Background: an optimization exercise with open tools, aiming at a short achievable clock period and few clock cycles. Do not read the settings as production practice.
At most, simulation tests tie the RTL to the original design; equivalence was not proved.
No functional check of the RTL was part of run 1.
Power and IR drop assume default switching activity.

--- design.v ---
`timescale 1ns/100ps
package isaPkg;
	typedef logic [32-1:0]    word_t;
	typedef logic [5-1:0] regIndex_t;
	typedef enum logic [5:0] {
		OP_SPECIAL = 6'h00,  
		OP_J       = 6'h02,
		OP_BEQ     = 6'h04,
		OP_BNE     = 6'h05,
		OP_ADDIU   = 6'h09,
		OP_ORI     = 6'h0d,
		OP_LUI     = 6'h0f,
		OP_LW      = 6'h23,
		OP_SW      = 6'h2b
	} opcode_t;
	typedef enum logic [5:0] {
		FN_ADDU = 6'h21,
		FN_SUBU = 6'h23,
		FN_AND  = 6'h24,
		FN_OR   = 6'h25,
		FN_SLT  = 6'h2a
	} funct_t;
	typedef struct packed {
		regIndex_t  rd;
		logic [4:0] shamt;
		funct_t     funct;
	} rTypeLow_t;
	typedef union packed {
		rTypeLow_t   rType;
		logic [15:0] immediate;
	} lowHalf_t;
	typedef struct packed {
		opcode_t   opcode;
		regIndex_t rs;
		regIndex_t rt;
		lowHalf_t  low;
	} instrFields_t;
	typedef enum logic [2:0] {ALU_ADD, ALU_SUB, ALU_AND, ALU_OR, ALU_SLT, ALU_UPPER} aluOp_t;
endpackage
`timescale 1ns/100ps
package pipePkg;
	typedef struct packed {
		logic [32-1:0] instruction;  
		logic [32-1:0] pcPlus4;
	} fetchBundle_t;
	typedef struct packed {
		logic      regWrite;
		logic      memRead;        
		logic      memWrite;       
		logic      useImmediate;   
		logic      isBranch;
		logic      branchOnEqual;  
		logic      isJump;
		logic      isFlow;         
		logic [2:0] aluOp;
		logic [5-1:0] dest;
		logic [5-1:0] rs;
		logic [5-1:0] rt;
		logic [32-1:0] operandA;       
		logic [32-1:0] operandB;       
		logic [32-1:0] immediate;      
		logic [32-1:0] pcPlus4;
		logic [32-1:0] jumpTarget;
	} execBundle_t;
	typedef struct packed {
		logic      regWrite;
		logic [5-1:0] dest;
		logic [32-1:0] value;
	} writeBundle_t;
	typedef struct packed {
		logic  resolve;  
		logic  taken;
		logic [32-1:0] target;
	} redirect_t;
	typedef struct packed {
		logic  read;
		logic  write;    
		logic [32-1:0] address;
		logic [32-1:0] writeData;
	} dataRequest_t;
endpackage
`timescale 1ns/100ps
module registerFile (
	input  logic        clock,
	input  logic        reset,
	input  logic [31:0] readSelectA,   
	input  logic [31:0] readSelectB,   
	output logic [31:0] readDataA,
	output logic [31:0] readDataB,
	input  logic        writeEnable,   
	input  logic [4:0]  writeIndex,
	input  logic [31:0] writeValue
);
	logic [31:0] regs [0:31];
	logic        clearQ;
	always_ff @(posedge clock) begin
		clearQ <= reset;
	end
	always_ff @(posedge clock) begin
		for (int i = 0; i < 32; i++) begin
			if (clearQ) begin
				regs[i] <= '0;
			end else if (writeEnable && writeIndex == 5'(i) && i != 0) begin
				regs[i] <= writeValue;
			end
		end
	end
	always_comb begin
		readDataA = '0;
		readDataB = '0;
		for (int i = 0; i < 32; i++) begin
			readDataA = readDataA | ({32{readSelectA[i]}} & regs[i]);
			readDataB = readDataB | ({32{readSelectB[i]}} & regs[i]);
		end
	end
endmodule
`timescale 1ns/100ps
module executeUnit (
	input  logic [31:0] a,
	input  logic [31:0] b,
	input  logic [31:0] bNot,        
	input  logic [31:0] rtValue,
	input  logic        opAdd,
	input  logic        opSub,
	input  logic        opAnd,
	input  logic        opOr,
	input  logic        opSlt,
	output logic [31:0] sum,         
	output logic [31:0] result,
	output logic        sumIsZero,   
	output logic        operandsEqual
);
	logic [32:0] diffWide;
	logic [31:0] diff;
	logic        sltBit;
	logic [31:0] sumZeroBits;
	assign sum      = a + b;
	assign diffWide = {a, 1'b1} + {bNot, 1'b1};
	assign diff     = diffWide[32:1];
	assign sltBit   = (a[31] != b[31]) ? a[31] : diff[31];
	assign result   = ({32{opAdd}} & sum)
		| ({32{opSub}} & diff)
		| ({32{opAnd}} & (a & b))
		| ({32{opOr}}  & (a | b))
		| {31'd0, opSlt & sltBit};
	always_comb begin
		sumZeroBits[0] = !(a[0] ^ b[0]);
		for (int i = 1; i < 32; i++)
			sumZeroBits[i] = !(a[i] ^ b[i] ^ (a[i-1] | b[i-1]));
	end
	assign sumIsZero     = &sumZeroBits;
	assign operandsEqual = (a == rtValue);
endmodule
`timescale 1ns/100ps
module cpuCore (
	input  logic                  clock,
	input  logic                  reset,
	output isaPkg::word_t         fetchAddress,
	input  isaPkg::word_t         instruction,
	output logic                  dataRead,
	output logic                  dataWrite,     
	output isaPkg::word_t         dataAddress,
	output isaPkg::word_t         dataWriteData,
	input  isaPkg::word_t         readData
);
	localparam int BTB_N = 4;
	logic [29:0] pc;
	logic [29:0] pcPlus4;
	logic [BTB_N-1:0]       btbValid;
	logic [BTB_N-1:0][29:0] btbTag;
	logic [BTB_N-1:0][29:0] btbTarget;
	logic [BTB_N-1:0][29:0] btbTargetPlus4;
	logic [1:0]             btbNext;     
	logic        dValid;
	logic [31:0] dInstr;
	logic [31:0] dRsSelect;    
	logic [31:0] dRtSelect;
	logic [29:0] dPcPlus4;
	logic        dPredTaken;   
	logic [29:0] dPredTarget;
	logic        dIsJ;
	logic        dIsBr;
	logic        dIsBeq;
	logic        dBackward;
	logic        dRsEqRt;
	logic        exRegWrite;
	logic        exIsLoad;
	logic        exIsStore;
	logic        exIsJump;
	logic        exIsBranch;
	logic        exBranchEq;
	logic        exPredTaken;
	logic        exCheckTarget;  
	logic [29:0] exPredTarget;
	logic        exOpAdd;        
	logic        exOpSub;
	logic        exOpAnd;
	logic        exOpOr;
	logic        exOpSlt;
	logic [4:0]  exDest;
	logic [31:0] exA;            
	logic [31:0] exB;            
	logic [31:0] exBNot;         
	logic [31:0] exRt;           
	logic [29:0] exPcPlus4;
	logic [29:0] exPcPlus8;
	logic [29:0] exTarget;
	logic [29:0] exTargetPlus4;
	logic        memRead;
	logic        memWrite;
	logic [31:0] memAddress;
	logic [31:0] memStoreData;
	logic        memLoadValue;   
	logic        memRegWrite;
	logic [4:0]  memDest;
	logic [31:0] memAlu;
	logic [BTB_N-1:0] btbHitVec;
	logic             btbHit;
	logic [29:0]      btbHitTarget;
	logic [29:0]      btbHitTargetPlus4;
	assign fetchAddress = {pc, 2'b00};
	always_comb begin
		btbHitTarget      = '0;
		btbHitTargetPlus4 = '0;
		for (int i = 0; i < BTB_N; i++) begin
			btbHitVec[i]      = btbValid[i] && (btbTag[i] == pcPlus4);
			btbHitTarget      = btbHitTarget | ({30{btbHitVec[i]}} & btbTarget[i]);
			btbHitTargetPlus4 = btbHitTargetPlus4 | ({30{btbHitVec[i]}} & btbTargetPlus4[i]);
		end
	end
	assign btbHit = |btbHitVec;
	logic [5:0]  op;
	logic [5:0]  fn;
	logic [4:0]  rs;
	logic [4:0]  rt;
	logic [4:0]  rd;
	logic [15:0] imm;
	logic        isSpecial;
	logic        rAdd, rSub, rAnd, rOr, rSlt, rAlu;
	logic        isJ, isBeq, isBne, isBr, isFlow, isAddiu, isOri, isLui, isLw, isSw;
	logic        usesRs, usesRt, useImm, writesReg;
	logic [4:0]  dDest;
	logic        dRegWrite;
	logic [31:0] immValue;
	logic [29:0] dPcPlus8;
	logic [29:0] branchTarget;
	logic [30:0] branchTargetPlus4Wide;
	logic [29:0] branchTargetPlus4;
	logic [29:0] jumpTarget;
	logic [29:0] jumpTargetPlus4;
	logic [29:0] flowTarget;
	logic [29:0] flowTargetPlus4;
	logic        predD;         
	logic        dRedirect;     
	logic        loadUse;
	logic        stall;
	logic        exMispredict;
	logic [29:0] exRedirectPc;
	logic [29:0] exRedirectPcPlus4;
	assign op  = dInstr[31:26];
	assign rs  = dInstr[25:21];
	assign rt  = dInstr[20:16];
	assign rd  = dInstr[15:11];
	assign fn  = dInstr[5:0];
	assign imm = dInstr[15:0];
	assign isSpecial = (op == 6'h00);
	assign rAdd      = isSpecial && (fn == 6'h21);
	assign rSub      = isSpecial && (fn == 6'h23);
	assign rAnd      = isSpecial && (fn == 6'h24);
	assign rOr       = isSpecial && (fn == 6'h25);
	assign rSlt      = isSpecial && (fn == 6'h2a);
	assign rAlu      = rAdd | rSub | rAnd | rOr | rSlt;
	assign isJ       = (op == 6'h02);
	assign isBeq     = (op == 6'h04);
	assign isBne     = (op == 6'h05);
	assign isBr      = isBeq | isBne;
	assign isFlow    = isJ | isBr;
	assign isAddiu   = (op == 6'h09);
	assign isOri     = (op == 6'h0d);
	assign isLui     = (op == 6'h0f);
	assign isLw      = (op == 6'h23);
	assign isSw      = (op == 6'h2b);
	assign writesReg = rAlu | isAddiu | isOri | isLui | isLw;
	assign usesRs    = rAlu | isBr | isAddiu | isOri | isLw | isSw;
	assign usesRt    = rAlu | isBr | isSw;
	assign useImm    = isAddiu | isOri | isLui | isLw | isSw;
	assign dDest     = isSpecial ? rd : rt;
	assign dRegWrite = writesReg && (dDest != 5'd0);
	always_comb begin
		if (isLui)      immValue = {imm, 16'h0000};
		else if (isOri) immValue = {16'h0000, imm};
		else            immValue = {{16{imm[15]}}, imm};
	end
	assign dPcPlus8              = dPcPlus4 + 30'd1;
	assign branchTarget          = dPcPlus4 + {{14{imm[15]}}, imm};
	assign branchTargetPlus4Wide = {dPcPlus4, 1'b1} + {{14{imm[15]}}, imm, 1'b1};
	assign branchTargetPlus4     = branchTargetPlus4Wide[30:1];
	assign jumpTarget            = {dPcPlus4[29:26], dInstr[25:0]};
	assign jumpTargetPlus4       = jumpTarget + 30'd1;
	assign flowTarget            = isJ ? jumpTarget : branchTarget;
	assign flowTargetPlus4       = isJ ? jumpTargetPlus4 : branchTargetPlus4;
	logic [31:0] rfA;
	logic [31:0] rfB;
	logic [31:0] memValue;
	assign memValue = memLoadValue ? readData : memAlu;
	registerFile regFile (
		.clock      (clock),
		.reset      (reset),
		.readSelectA(dRsSelect),
		.readSelectB(dRtSelect),
		.readDataA  (rfA),
		.readDataB  (rfB),
		.writeEnable(memRegWrite),
		.writeIndex (memDest),
		.writeValue (memValue)
	);
	logic [31:0] aluResult;
	logic        fwdMemA, fwdMemB, fwdExA, fwdExB;
	logic [31:0] baseA, baseB;
	logic [31:0] nextA, nextB, nextRt;
	assign fwdMemA = memRegWrite && (memDest == rs);
	assign fwdMemB = memRegWrite && (memDest == rt);
	assign fwdExA  = exRegWrite && (exDest == rs);
	assign fwdExB  = exRegWrite && (exDest == rt);
	assign baseA   = fwdMemA ? memValue : rfA;
	assign baseB   = fwdMemB ? memValue : rfB;
	assign nextA  = (fwdExA && !isLui) ? aluResult : (isLui ? 32'd0 : baseA);
	assign nextB  = (fwdExB && !useImm) ? aluResult : (useImm ? immValue : baseB);
	assign nextRt = fwdExB ? aluResult : baseB;
	assign loadUse = exIsLoad && (((exDest == rs) && usesRs) || ((exDest == rt) && usesRt));
	assign stall   = dValid && loadUse;
	logic        sumIsZero;
	logic        outcomeKnown;
	logic        knownEqual;
	assign outcomeKnown = dRsEqRt;
	assign knownEqual   = 1'b1;
	always_comb begin
		if (dIsJ)                     predD = 1'b1;
		else if (!dIsBr)              predD = 1'b0;
		else if (outcomeKnown)        predD = (knownEqual == dIsBeq);
		else                          predD = dPredTaken || dBackward;
	end
	assign dRedirect = dValid && (predD != dPredTaken);
	logic [31:0] sum;
	logic        operandsEqual;
	logic        exTaken;
	executeUnit alu (
		.a            (exA),
		.b            (exB),
		.bNot         (exBNot),
		.rtValue      (exRt),
		.opAdd        (exOpAdd),
		.opSub        (exOpSub),
		.opAnd        (exOpAnd),
		.opOr         (exOpOr),
		.opSlt        (exOpSlt),
		.sum          (sum),
		.result       (aluResult),
		.sumIsZero    (sumIsZero),
		.operandsEqual(operandsEqual)
	);
	assign exTaken       = exIsJump || (exIsBranch && (operandsEqual == exBranchEq));
	assign exMispredict  = (exTaken != exPredTaken)
		|| (exTaken && exCheckTarget && (exPredTarget != exTarget));
	assign exRedirectPc      = exTaken ? exTarget : exPcPlus4;
	assign exRedirectPcPlus4 = exTaken ? exTargetPlus4 : exPcPlus8;
	logic             upValid;
	logic             upTaken;
	logic [29:0]      upTag;
	logic [29:0]      upTarget;
	logic [29:0]      upTargetPlus4;
	logic [BTB_N-1:0] upMatch;
	always_ff @(posedge clock) begin
		if (reset) begin
			upValid <= 1'b0;
		end else begin
			upValid <= exIsJump || exIsBranch;
		end
		upTaken       <= exTaken;
		upTag         <= exPcPlus4;
		upTarget      <= exTarget;
		upTargetPlus4 <= exTargetPlus4;
	end
	always_comb begin
		for (int i = 0; i < BTB_N; i++) upMatch[i] = btbValid[i] && (btbTag[i] == upTag);
	end
	always_ff @(posedge clock) begin
		if (reset) begin
			btbValid <= '0;
			btbNext  <= '0;
		end else if (upValid) begin
			if (upTaken) begin
				if (upMatch == '0) begin
					btbValid[btbNext]       <= 1'b1;
					btbTag[btbNext]         <= upTag;
					btbTarget[btbNext]      <= upTarget;
					btbTargetPlus4[btbNext] <= upTargetPlus4;
					btbNext                 <= btbNext + 2'd1;
				end
			end else begin
				btbValid <= btbValid & ~upMatch;
			end
		end
	end
	always_ff @(posedge clock) begin
		if (reset) begin
			pc      <= '0;
			pcPlus4 <= 30'd1;
		end else if (exMispredict) begin
			pc      <= exRedirectPc;
			pcPlus4 <= exRedirectPcPlus4;
		end else if (stall) begin
			pc      <= pc;
			pcPlus4 <= pcPlus4;
		end else if (dRedirect) begin
			pc      <= predD ? flowTarget : dPcPlus4;
			pcPlus4 <= predD ? flowTargetPlus4 : dPcPlus8;
		end else if (btbHit) begin
			pc      <= btbHitTarget;
			pcPlus4 <= btbHitTargetPlus4;
		end else begin
			pc      <= pcPlus4;
			pcPlus4 <= pcPlus4 + 30'd1;
		end
	end
	logic [5:0] fOp;
	logic [4:0] fRs;
	logic [4:0] fRt;
	assign fOp         = instruction[31:26];
	assign fRs         = instruction[25:21];
	assign fRt         = instruction[20:16];
	always_ff @(posedge clock) begin
		if (reset || exMispredict) begin
			dValid <= 1'b0;
		end else if (!stall) begin
			dValid <= !dRedirect;
		end
		if (!stall) begin
			dIsJ        <= (fOp == 6'h02);
			dIsBr       <= (fOp == 6'h04) || (fOp == 6'h05);
			dIsBeq      <= (fOp == 6'h04);
			dBackward   <= instruction[15];
			dRsEqRt     <= (fRs == fRt);
			dInstr      <= instruction;
			dRsSelect   <= 32'd1 << instruction[25:21];
			dRtSelect   <= 32'd1 << instruction[20:16];
			dPcPlus4    <= pcPlus4;
			dPredTaken  <= btbHit;
			dPredTarget <= btbHitTarget;
		end
	end
	always_ff @(posedge clock) begin
		if (reset || exMispredict || stall || !dValid) begin
			exRegWrite    <= 1'b0;
			exIsLoad      <= 1'b0;
			exIsStore     <= 1'b0;
			exIsJump      <= 1'b0;
			exIsBranch    <= 1'b0;
			exPredTaken   <= 1'b0;
			exCheckTarget <= 1'b0;
		end else begin
			exRegWrite    <= dRegWrite;
			exIsLoad      <= isLw;
			exIsStore     <= isSw;
			exIsJump      <= isJ;
			exIsBranch    <= isBr;
			exPredTaken   <= predD;
			exCheckTarget <= dPredTaken && !dRedirect;
		end
		exPredTarget  <= dPredTarget;
		exBranchEq    <= isBeq;
		exOpAdd       <= rAdd | isAddiu | isLw | isSw;
		exOpSub       <= rSub;
		exOpAnd       <= rAnd;
		exOpOr        <= rOr | isOri | isLui;
		exOpSlt       <= rSlt;
		exDest        <= dDest;
		exA           <= nextA;
		exB           <= nextB;
		exBNot        <= ~nextB;
		exRt          <= nextRt;
		exPcPlus4     <= dPcPlus4;
		exPcPlus8     <= dPcPlus8;
		exTarget      <= flowTarget;
		exTargetPlus4 <= flowTargetPlus4;
	end
	always_ff @(posedge clock) begin
		if (reset) begin
			memRead      <= 1'b0;
			memWrite     <= 1'b0;
			memLoadValue <= 1'b0;
			memRegWrite  <= 1'b0;
		end else begin
			memRead      <= exIsLoad;
			memWrite     <= exIsStore;
			memLoadValue <= exIsLoad && exRegWrite;
			memRegWrite  <= exRegWrite;
		end
		memDest      <= exDest;
		memAlu       <= aluResult;
		memAddress   <= sum;           
		memStoreData <= exRt;
	end
	assign dataRead      = memRead;
	assign dataWrite     = memWrite;
	assign dataAddress   = memAddress;
	assign dataWriteData = memStoreData;
endmodule
--- flow/run.sh ---
#!/bin/bash
# The standard layout (standard.sh) with two make variables added on its command line:
set -euo pipefail
cd "$(dirname "${BASH_SOURCE[0]}")/.."
MARGIN=${MARGIN:-5.6}
EXTRA="SETUP_SLACK_MARGIN=${MARGIN} 'BUFFER_PORTS_ARGS=-buffer_cell sky130_fd_sc_hd__buf_4'"
sed "s|CLKGATE_MAP_FILE= |CLKGATE_MAP_FILE= ${EXTRA} |" standard.sh > standard_tuned.sh
grep -q "SETUP_SLACK_MARGIN=${MARGIN}" standard_tuned.sh
bash standard_tuned.sh > make.log 2>&1
--- standard.sh ---
#!/bin/bash
# synth_recipe.tcl (not shown) runs the flow's synth.tcl, then flattens the netlist and writes it again
# the make line also repeats each setting of config.mk as NAME=value (left out here)
make -C /OpenROAD-flow-scripts/flow DESIGN_CONFIG=/design/flow/config.mk WORK_HOME=/design/flow/orfs CLKGATE_MAP_FILE= SYNTH_SCRIPT=/design/flow/synth_recipe.tcl "${@:-finish}"
--- config.mk ---
export PLATFORM = sky130hd
export DESIGN_NAME = cpuCore
export DESIGN_NICKNAME = cpuCore
export VERILOG_FILES = /design/flow/design.v
export SDC_FILE = /design/flow/constraint.sdc
export NUM_CORES = 4
export LEC_CHECK = 0
export CAP_MARGIN = 20
export CORE_MARGIN = 2
export CORE_UTILIZATION = 40
export SLEW_MARGIN = 20
--- constraint.sdc ---
create_clock -name core_clock -period 8.5 [get_ports {clock}]
set_input_delay 1.7000 -clock core_clock [delete_from_list [all_inputs] [get_ports {clock}]]
set_output_delay 1.7000 -clock core_clock [all_outputs]
set_load 0.01 [all_outputs]
==> flow_metrics.tcl, run 1 <==
set metrics [dict create \
    slew-limit-headroom_pct 8.50 \
    synth_top_area_share_pct 31.1 \
    cp-end-kind "flip-flop" \
    die_area_um2 254000 \
    netlist-cell-type-count 100 \
    cts_buffers 218 \
    r2r-start "exTarget[26]" \
    dieHeight_um 504 \
    synthMuxAreaShare_pct 3.24 \
    synth-xor-area-share_pct 4.41 \
    area.growth.synth_to_final_pct 26.1 \
    ys.flop_type "dfxtp_1" \
    synth_area_um2 99900 \
    grt_setup_unrepaired "yes" \
    hpwl_um 319000 \
    finalSetupViolations 0 \
    worstPathCellList "xor2_1, nor4_4, nand4_1, a21oi_2, buf_6, mux2i_4, buf_6, buf_6, buf_12, buf_12, buf_16, o311a_1" \
    ios 164 \
    io_buffers 161 \
    grt_max_degree 247 \
    skew_ns 0.0969 \
    fin_hold_ws_ns 0.342 \
    dr.pass1.iters 14 \
    wl_um 546000 \
    hold_buffers 0 \
    crit_top_cell "buf_6" \
    fmax_mhz 291 \
    hp-class "flip-flop to flip-flop" \
    cts_root_buf "clkbuf_16" \
    critPathLaunch "exTarget[26]" \
    irDropWorstVdd_mv 0.236 \
    finalWorstSetupSlack_ns 5.06 \
    synth_compound_area_share_pct 25.9 \
    powerDensity_nw_per_um2 176 \
    drtAntennaViolNets 0 \
    cp_data_required_time_ns 9.29 \
    synth.largest_area_cell "dfxtp_1" \
    coreArea_um2 248000 \
    slowest_delay_ns 0.75 \
    yosys-top-cells-count "dfxtp_1 (1553), nor2_1 (1343), a211oi_1 (1041)" \
    antenna_found_initial 59 \
    cts.path.max_buffers 3 \
    gp_congestion 1.05 \
    status "finished clean" \
    critical_path_class "flip-flop to flip-flop" \
    final_layout_size_suffix_gt1_share_pct 23.1 \
    start_util_pct 40.2 \
    wire_per_inst_um 38.0 \
    drc 0 \
    worst_pin_slew_ns 1.37 \
    fill_cells 22000 \
    syn_inst 10600 \
    grt.total_usage_pct 39.8 \
    hold_viol 0 \
    fin_setup_tns_ns 0 \
    fin_nets 11000 \
    totalPowerFinal_mw 22.1 \
    grt-ovfl-total 0 \
    hold_path_startpoint "dPredTarget[23]" \
    synth.most_common_cell "dfxtp_1" \
    clkSlewWorstSetupHoldPaths_ns 0.07 \
    cts_tree "yes" \
    drtIter0Drc 21600 \
    htreeDepth 4 \
    num_vias 103000 \
    synth_seq_area_share_pct 46.7 \
    path_max_fanout 21 \
    p_leak_nw 43.6 \
    clk_latency_ns 0.94 \
    syn_avg_cell_area_um2 9.46 \
    fin_crit_ns 3.44 \
    synth-seq-cells 2072 \
    grt_pass1_vias 91400 \
    maxCapViolations 0 \
    synth-edff-count 519 \
    period_share_pct 40.5 \
    start_kind "flip-flop" \
    grt_pass1_wl_um 728000 \
    dp_slack_ns 3.90 \
    row_count 183 \
    cp.arrival_ns 4.23 \
    cp_slowest_cell "dfxtp_1" \
    clock_sinks 2072 \
    synth_top_family_by_area "compound AO/OA/AOI/OAI gates" \
    netlist_top_cells_area "dfxtp_1 (31%), edfxtp_1 (16%), a211oi_1 (7.8%)" \
    synthSimpleGateAreaFrac_pct 12.3 \
    yosys_warnings 4 \
    die_w_um 504 \
    slew_viol_final 0 \
    ys_async_sr_fraction_pct 0 \
    vias_per_cell 7.18 \
    synthAdderAreaFrac_pct 1.78 \
]
per-layer routing:
layer / wire length [µm] / global-route usage, % / vias to the layer above
met3: 100000 / 20.7 / 2936
met1: 196000 / 50.7 / 49400
met4: 45800 / 24.4 / 58
li1: - / - / 40500
met2: 203000 / 52.3 / 10200
met5: 941 / 1.24 / -
critical path: cells and delay by family (launching register included):
kind	cells	cell delay (ns)
mux	1	0.14
flops	1	0.75
compound gates	2	0.55
simple gates	2	0.62
buf+inv	6	1.03
xor+xnor	1	0.22
cells in the final DEF (no fill, tap or decap), drive strengths merged, types with 280 or more instances in the layout:
cell type / instances
nand2: 486
o22ai: 281
a21oi: 280
a221oi: 315
dfxtp: 1553
buf: 979
a22o: 281
nor2: 1348
a22oi: 488
clkbuf: 353
a211oi: 1044
xnor2: 296
edfxtp: 519
inv: 411
sequential cells by signal (all words and copies together), names as in the netlist, 120 cells and up:
name	count
regFile.regs	992
btbTag	120
btbTargetPlus4	120
btbTarget	120
cells by family after synthesis:
| logic type | count (synthesis) |
|---|---|
| mux | 255 |
| compound gates | 3466 |
| simple gates | 2709 |
| buf+inv | 1416 |
| other cells | 1 |
| flops | 2072 |
| fa+ha+maj | 140 |
| xor+xnor | 499 |
power breakdown:
| group | total (mW) | internal, mW | switching, mW |
|---|---|---|---|
| logic | 1.43 | 0.505 | 0.925 |
| clock network | 10.2 | 5.73 | 4.46 |
| registers | 10.5 | 10.2 | 0.316 |
| total | 22.1 | 16.4 | 5.70 |
timing repair:
item	in CTS	in global routing
setup buffers	320	165
cloned	73	46
pin swaps	189	235
resized for setup	1202	535
endpoints found under the setup margin	1571	1286
path summary, 6_finish.rpt:
check                                         to  slack (ns)  cells past startpoint
worst max-delay path                  pcPlus4[7]        5.06                     12
worst min-delay path            exPredTarget[23]        0.34                      0
worst min register to register  exPredTarget[23]        0.34                      0
worst max register to register        pcPlus4[7]        5.06                     12
layout make-up:
type	count	area (µm²)	share of cell area [%]
inverter	402	1570	1.25
clock inverter	90	1110	0.880
clock buffer	318	6460	5.13
antenna	50	125	0.0994
tap	3330	4170	3.31
sequential	2072	47100	37.4
timing repair inverter	6	113	0.0894
timing repair buffer	1029	12000	9.54
multi-input combinational	7084	53300	42.3
per-stage QoR:
stage,area [µm²],util [%],cells
4_1_cts,121000,48.7,14100
5_1_grt,126000,50.6,14300
2_1_floorplan,100000,-,10600
3_3_place_gp,104000,41.9,13300
3_5_place_dp,104000,41.9,13300
6_report,126000,50.7,14400
==> inputs of run 2 (changes only) <==
--- a/design.v
+++ b/design.v
@@ -164,10 +164,11 @@
 	input  isaPkg::word_t         readData
 );
 	localparam int BTB_N = 4;
+	localparam int TAG_BITS = 12;
 	logic [29:0] pc;
 	logic [29:0] pcPlus4;
 	logic [BTB_N-1:0]       btbValid;
-	logic [BTB_N-1:0][29:0] btbTag;
+	logic [BTB_N-1:0][TAG_BITS-1:0] btbTag;
 	logic [BTB_N-1:0][29:0] btbTarget;
 	logic [BTB_N-1:0][29:0] btbTargetPlus4;
 	logic [1:0]             btbNext;     
@@ -183,6 +184,7 @@
 	logic        dIsBeq;
 	logic        dBackward;
 	logic        dRsEqRt;
+	logic        dKnownAdd;    
 	logic        exRegWrite;
 	logic        exIsLoad;
 	logic        exIsStore;
@@ -214,6 +216,9 @@
 	logic        memRegWrite;
 	logic [4:0]  memDest;
 	logic [31:0] memAlu;
+	logic        wbRegWrite;
+	logic [4:0]  wbDest;
+	logic [31:0] wbValue;
 	logic [BTB_N-1:0] btbHitVec;
 	logic             btbHit;
 	logic [29:0]      btbHitTarget;
@@ -223,7 +228,7 @@
 		btbHitTarget      = '0;
 		btbHitTargetPlus4 = '0;
 		for (int i = 0; i < BTB_N; i++) begin
-			btbHitVec[i]      = btbValid[i] && (btbTag[i] == pcPlus4);
+			btbHitVec[i]      = btbValid[i] && (btbTag[i] == pcPlus4[TAG_BITS-1:0]);
 			btbHitTarget      = btbHitTarget | ({30{btbHitVec[i]}} & btbTarget[i]);
 			btbHitTargetPlus4 = btbHitTargetPlus4 | ({30{btbHitVec[i]}} & btbTargetPlus4[i]);
 		end
@@ -310,30 +315,40 @@
 		.readSelectB(dRtSelect),
 		.readDataA  (rfA),
 		.readDataB  (rfB),
-		.writeEnable(memRegWrite),
-		.writeIndex (memDest),
-		.writeValue (memValue)
+		.writeEnable(wbRegWrite),
+		.writeIndex (wbDest),
+		.writeValue (wbValue)
 	);
 	logic [31:0] aluResult;
-	logic        fwdMemA, fwdMemB, fwdExA, fwdExB;
-	logic [31:0] baseA, baseB;
+	logic        fwdWbA, fwdWbB, fwdMemA, fwdMemB, fwdExA, fwdExB;
+	logic [31:0] wbA, wbB, baseA, baseB;
 	logic [31:0] nextA, nextB, nextRt;
 	assign fwdMemA = memRegWrite && (memDest == rs);
 	assign fwdMemB = memRegWrite && (memDest == rt);
 	assign fwdExA  = exRegWrite && (exDest == rs);
 	assign fwdExB  = exRegWrite && (exDest == rt);
-	assign baseA   = fwdMemA ? memValue : rfA;
-	assign baseB   = fwdMemB ? memValue : rfB;
+	assign fwdWbA  = wbRegWrite && (wbDest == rs);
+	assign fwdWbB  = wbRegWrite && (wbDest == rt);
+	assign wbA     = fwdWbA ? wbValue : rfA;
+	assign wbB     = fwdWbB ? wbValue : rfB;
+	assign baseA   = fwdMemA ? memValue : wbA;
+	assign baseB   = fwdMemB ? memValue : wbB;
 	assign nextA  = (fwdExA && !isLui) ? aluResult : (isLui ? 32'd0 : baseA);
 	assign nextB  = (fwdExB && !useImm) ? aluResult : (useImm ? immValue : baseB);
 	assign nextRt = fwdExB ? aluResult : baseB;
 	assign loadUse = exIsLoad && (((exDest == rs) && usesRs) || ((exDest == rt) && usesRt));
 	assign stall   = dValid && loadUse;
 	logic        sumIsZero;
+	logic        exSumZeroValid;   
+	logic        exSumZero;
 	logic        outcomeKnown;
 	logic        knownEqual;
-	assign outcomeKnown = dRsEqRt;
-	assign knownEqual   = 1'b1;
+	assign outcomeKnown = dRsEqRt || (dKnownAdd && exSumZeroValid);
+	assign knownEqual   = dRsEqRt || exSumZero;
+	logic        zeroTestable;
+	logic [31:0] negImmediate;
+	assign zeroTestable = dRegWrite && isAddiu && !fwdExA;
+	assign negImmediate = 32'd0 - {{16{imm[15]}}, imm};
 	always_comb begin
 		if (dIsJ)                     predD = 1'b1;
 		else if (!dIsBr)              predD = 1'b0;
@@ -382,7 +397,7 @@
 		upTargetPlus4 <= exTargetPlus4;
 	end
 	always_comb begin
-		for (int i = 0; i < BTB_N; i++) upMatch[i] = btbValid[i] && (btbTag[i] == upTag);
+		for (int i = 0; i < BTB_N; i++) upMatch[i] = btbValid[i] && (btbTag[i] == upTag[TAG_BITS-1:0]);
 	end
 	always_ff @(posedge clock) begin
 		if (reset) begin
@@ -392,7 +407,7 @@
 			if (upTaken) begin
 				if (upMatch == '0) begin
 					btbValid[btbNext]       <= 1'b1;
-					btbTag[btbNext]         <= upTag;
+					btbTag[btbNext]         <= upTag[TAG_BITS-1:0];
 					btbTarget[btbNext]      <= upTarget;
 					btbTargetPlus4[btbNext] <= upTargetPlus4;
 					btbNext                 <= btbNext + 2'd1;
@@ -426,15 +441,23 @@
 	logic [5:0] fOp;
 	logic [4:0] fRs;
 	logic [4:0] fRt;
+	logic       dIsAddWrite;
 	assign fOp         = instruction[31:26];
 	assign fRs         = instruction[25:21];
 	assign fRt         = instruction[20:16];
+	assign dIsAddWrite = dValid && dRegWrite && isAddiu;
 	always_ff @(posedge clock) begin
 		if (reset || exMispredict) begin
 			dValid <= 1'b0;
 		end else if (!stall) begin
 			dValid <= !dRedirect;
 		end
+		if (stall) begin
+			dKnownAdd   <= 1'b0;
+		end else begin
+			dKnownAdd   <= dIsAddWrite && (((fRt == 5'd0) && (fRs == dDest))
+				|| ((fRs == 5'd0) && (fRt == dDest)));
+		end
 		if (!stall) begin
 			dIsJ        <= (fOp == 6'h02);
 			dIsBr       <= (fOp == 6'h04) || (fOp == 6'h05);
@@ -458,7 +481,9 @@
 			exIsBranch    <= 1'b0;
 			exPredTaken   <= 1'b0;
 			exCheckTarget <= 1'b0;
+			exSumZeroValid <= 1'b0;
 		end else begin
+			exSumZeroValid <= zeroTestable;
 			exRegWrite    <= dRegWrite;
 			exIsLoad      <= isLw;
 			exIsStore     <= isSw;
@@ -468,6 +493,7 @@
 			exCheckTarget <= dPredTaken && !dRedirect;
 		end
 		exPredTarget  <= dPredTarget;
+		exSumZero     <= (baseA == negImmediate);
 		exBranchEq    <= isBeq;
 		exOpAdd       <= rAdd | isAddiu | isLw | isSw;
 		exOpSub       <= rSub;
@@ -498,6 +524,13 @@
 		end
 		memDest      <= exDest;
 		memAlu       <= aluResult;
+		if (reset) begin
+			wbRegWrite <= 1'b0;
+		end else begin
+			wbRegWrite <= memRegWrite;
+		end
+		wbDest       <= memDest;
+		wbValue      <= memValue;
 		memAddress   <= sum;           
 		memStoreData <= exRt;
 	end
==> run 2 against run 1 <==
Net effect: first-iteration DRC count up 16%; sequential share of layout area down 0.89 points; register-to-register slack worse by 0.02 ns; clock power about the same; non-clock buffer count up 53; clock-buffer cell count down 1; highest routed layer unchanged; critical path depth unchanged; synthesized area down 2.7%; critical path type unchanged; die area down 2.7%; largest power group unchanged; worst hold slack worse by 0.024 ns; cell count up 4.4%.
==> flow_metrics.tcl, run 2 <==
set metrics [dict create \
    status "finished clean" \
    p_leak_nw 44.6 \
    fin_nets 11800 \
    r2r-start "dRsSelect[18]" \
    htreeDepth 4 \
    synth_top_area_share_pct 32.5 \
    grt_pass1_wl_um 745000 \
    wire_per_inst_um 37.1 \
    synth-seq-cells 2023 \
    final_cell_mix "nand2_1 (2392), dfxtp_1 (1407), a21oi_1 (1158), buf_4 (646), edfxtp_1 (447)" \
    netlist-cell-type-count 104 \
    coreArea_um2 241000 \
    grt_setup_unrepaired "yes" \
    cts_buffers 214 \
    grt.total_usage_pct 41.8 \
    antenna_found_initial 43 \
    die_area_um2 247000 \
    clk_latency_ns 0.97 \
    synth_seq_area_share_pct 46.3 \
    worst_pin_slew_ns 1.33 \
    slew_viol_final 0 \
    grt_pass1_vias 94800 \
    hold_path_startpoint "dPredTarget[25]" \
    row_count 180 \
    finalSetupViolations 0 \
    dieHeight_um 497 \
    wl_um 557000 \
    synth.largest_area_cell "dfxtp_1" \
    final_layout_size_suffix_gt1_share_pct 22.5 \
    synth.most_common_cell "nand2_1" \
    min_to "exPredTarget[25]" \
    rrSetupSlack_ns 5.04 \
    crit_family "simple AND/OR/NAND/NOR gates" \
    fin_setup_tns_ns 0 \
    yosys-top-cells-count "nand2_1 (2476), dfxtp_1 (1576), a21oi_1 (1290)" \
    hpwl_um 301000 \
    hold_depth 0 \
    skew_ns 0.126 \
    cts.path.max_buffers 3 \
    critical_path_class "flip-flop to flip-flop" \
    largest_reg_flops 992 \
    ys.flop_type "dfxtp_1" \
    die_w_um 497 \
    drtAntennaViolNets 0 \
    synth_area_um2 97200 \
    powerDensity_nw_per_um2 175 \
    path_buf_inv 2 \
    hold_viol 0 \
    netlist_top_cells_area "dfxtp_1 (32%), edfxtp_1 (14%), nand2_1 (9.6%)" \
    slowest_delay_ns 0.48 \
    synth-edff-count 447 \
    ys_async_sr_fraction_pct 0 \
    mostFrequentLayoutCell "nand2_1" \
    grt-ovfl-total 0 \
    slew-limit-headroom_pct 11.3 \
    start_util_pct 40.3 \
    cp_slowest_cell "nor3_4" \
    reg_top3 "regFile.regs: 992 flops, btbTargetPlus4: 120 flops, btbTarget: 120 flops" \
    cts_root_buf "clkbuf_16" \
    fmax_mhz 289 \
    crit_top_cell "nand4_1" \
    fin_util_pct 51.5 \
    rr_endpoint "exSumZero" \
    dr.pass1.iters 28 \
    cp.arrival_ns 4.27 \
    path_max_fanout 20 \
    fin_hold_ws_ns 0.318 \
    cts_tree "yes" \
    maxCapViolations 0 \
    cp_data_required_time_ns 9.31 \
    start_kind "flip-flop" \
    r2r_cells 12 \
    drtIter0Drc 25000 \
    irDropWorstVdd_mv 0.243 \
    vias_per_cell 7.16 \
    ios 164 \
    worstPathCellList "buf_4, buf_8, a22o_1, a221oi_1, nand4_1, nor3_4, nor3_1, a21oi_2, nand4_1, nor2_2, o211ai_1, nor4_1" \
    syn_avg_cell_area_um2 8.62 \
    cp-end-kind "flip-flop" \
    top_register "regFile.regs" \
    gp_congestion 1.02 \
    period_share_pct 40.8 \
    hp-class "flip-flop to flip-flop" \
    grt_max_degree 216 \
    clkSlewWorstSetupHoldPaths_ns 0.06 \
    hold_buffers 0 \
    io_buffers 161 \
    clock_sinks 2023 \
    num_vias 107000 \
    syn_inst 11300 \
    fin_crit_ns 3.46 \
    drc 0 \
    yosys_warnings 4 \
    area.growth.synth_to_final_pct 27.8 \
]
-- run 2: timing repair --
action | 4_1_cts | 5_1_grt
gates cloned | 56 | 20
pin swaps | 309 | 343
setup buffers | 396 | 205
endpoints found under the setup margin | 1294 | 977
resized for setup | 1358 | 584
-- run 2: worst max path at each step --
| stage | from | end | cells after the start |
|---|---|---|---|
| 3_3_place_gp | exA[26] | exCheckTarget | 11 |
| 2_1_floorplan | reset | btbTag[0] | 3 |
| 4_1_cts | dPcPlus4[1] | pc[24] | 14 |
| 3_5_place_dp | exA[2] | exIsLoad | 11 |
| 6_report | dRsSelect[18] | exSumZero | 12 |
| 5_1_grt | dRsSelect[11] | exSumZero | 12 |
-- run 2: kinds of logic (layout without fill, tap and decap cells) --
| group | Yosys count | after routing | synth area share [%] |
|---|---|---|---|
| and+or+nand+nor | 3686 | 3694 | 16.2 |
| AOI/OAI and AO/OA | 3445 | 3445 | 24.0 |
| DFF | 2023 | 2023 | 46.3 |
| buffers and inverters | 1370 | 1848 | 5.41 |
| xor gates and xnor gates | 404 | 404 | 3.66 |
| muxes | 204 | 205 | 2.57 |
| adders and majority gates | 140 | 140 | 1.83 |
| other | 1 | 70 | 0.00386 |
-- run 2: per-layer routing --
| layer | vias to the layer above | wire (µm) | global-route usage [%] | share of wire, % |
|---|---|---|---|---|
| li1 | 41400 | - | - | - |
| met1 | 51100 | 195000 | 52.2 | 35 |
| met2 | 11200 | 206000 | 54.7 | 37 |
| met3 | 3626 | 101000 | 23.0 | 18 |
| met4 | 72 | 51200 | 26.0 | 9.2 |
| met5 | - | 3140 | 4.38 | 0.56 |
-- run 2: power breakdown --
| group | total, mW | switching [mW] | internal [mW] |
|---|---|---|---|
| sequential | 10.2 | 0.255 | 9.91 |
| combinational | 1.41 | 0.870 | 0.544 |
| clock | 10.1 | 4.44 | 5.66 |
| total | 21.7 | 5.57 | 16.1 |
-- run 2: area by class of cell --
type                    instances  area, µm²
inverters                     358       1420
multi-input cells            7890      53400
clock buffers                 317       6340
repair buffers               1082      12300
clock inverters                86       1140
diodes                         68        170
well taps                    3185       3990
repair inverters                5       77.6
flip-flops and latches       2023      45300
fillers                     21600     117000
-- run 2: metrics by stage --
step,setup WS (ns),cells,cell area (µm²),power [mW]
3_5_place_dp,3.92,13900,101000,11.3
2_1_floorplan,1.83,11300,97500,10.8
3_3_place_gp,3.91,13900,101000,11.3
5_1_grt,5.10,15000,124000,22.0
6_report,5.04,15000,124000,21.7
4_1_cts,5.29,14700,119000,21.3
Testbench counts of run 2, summed over its fixed seeds: cycles 29,758.

==> what the ideal ports hide <==
How much do the figures lean on ideal ports? The routed layouts below were timed once more, with nothing changed but the port constraints.
Step 1 sets driving cells, clkbuf_16 on the clock port and buf_2 on the other inputs (assumed; they add their load-dependent delay and slew).
Step 2 also shifts input and output timing later by t, the mid clock arrival at the registers, as if the neighbouring blocks saw the same clock.
Three values: no drivers, after step 1, after step 2; two values: the first two.
run	t (ns)	setup slack, ns	worst setup path after step 2	slew at the worst register clock pin (ns)
run 1	0.985	5.060 / 5.060 / 4.769	input to register	0.07 / 0.07
run 2	1.010	5.035 / 5.035 / 4.240	input to register	0.07 / 0.07
After both steps every run listed still meets setup and hold. The setup slack of run 2, which loses most, moves by 0.000 ns with the drivers and by -0.795 ns with both steps.
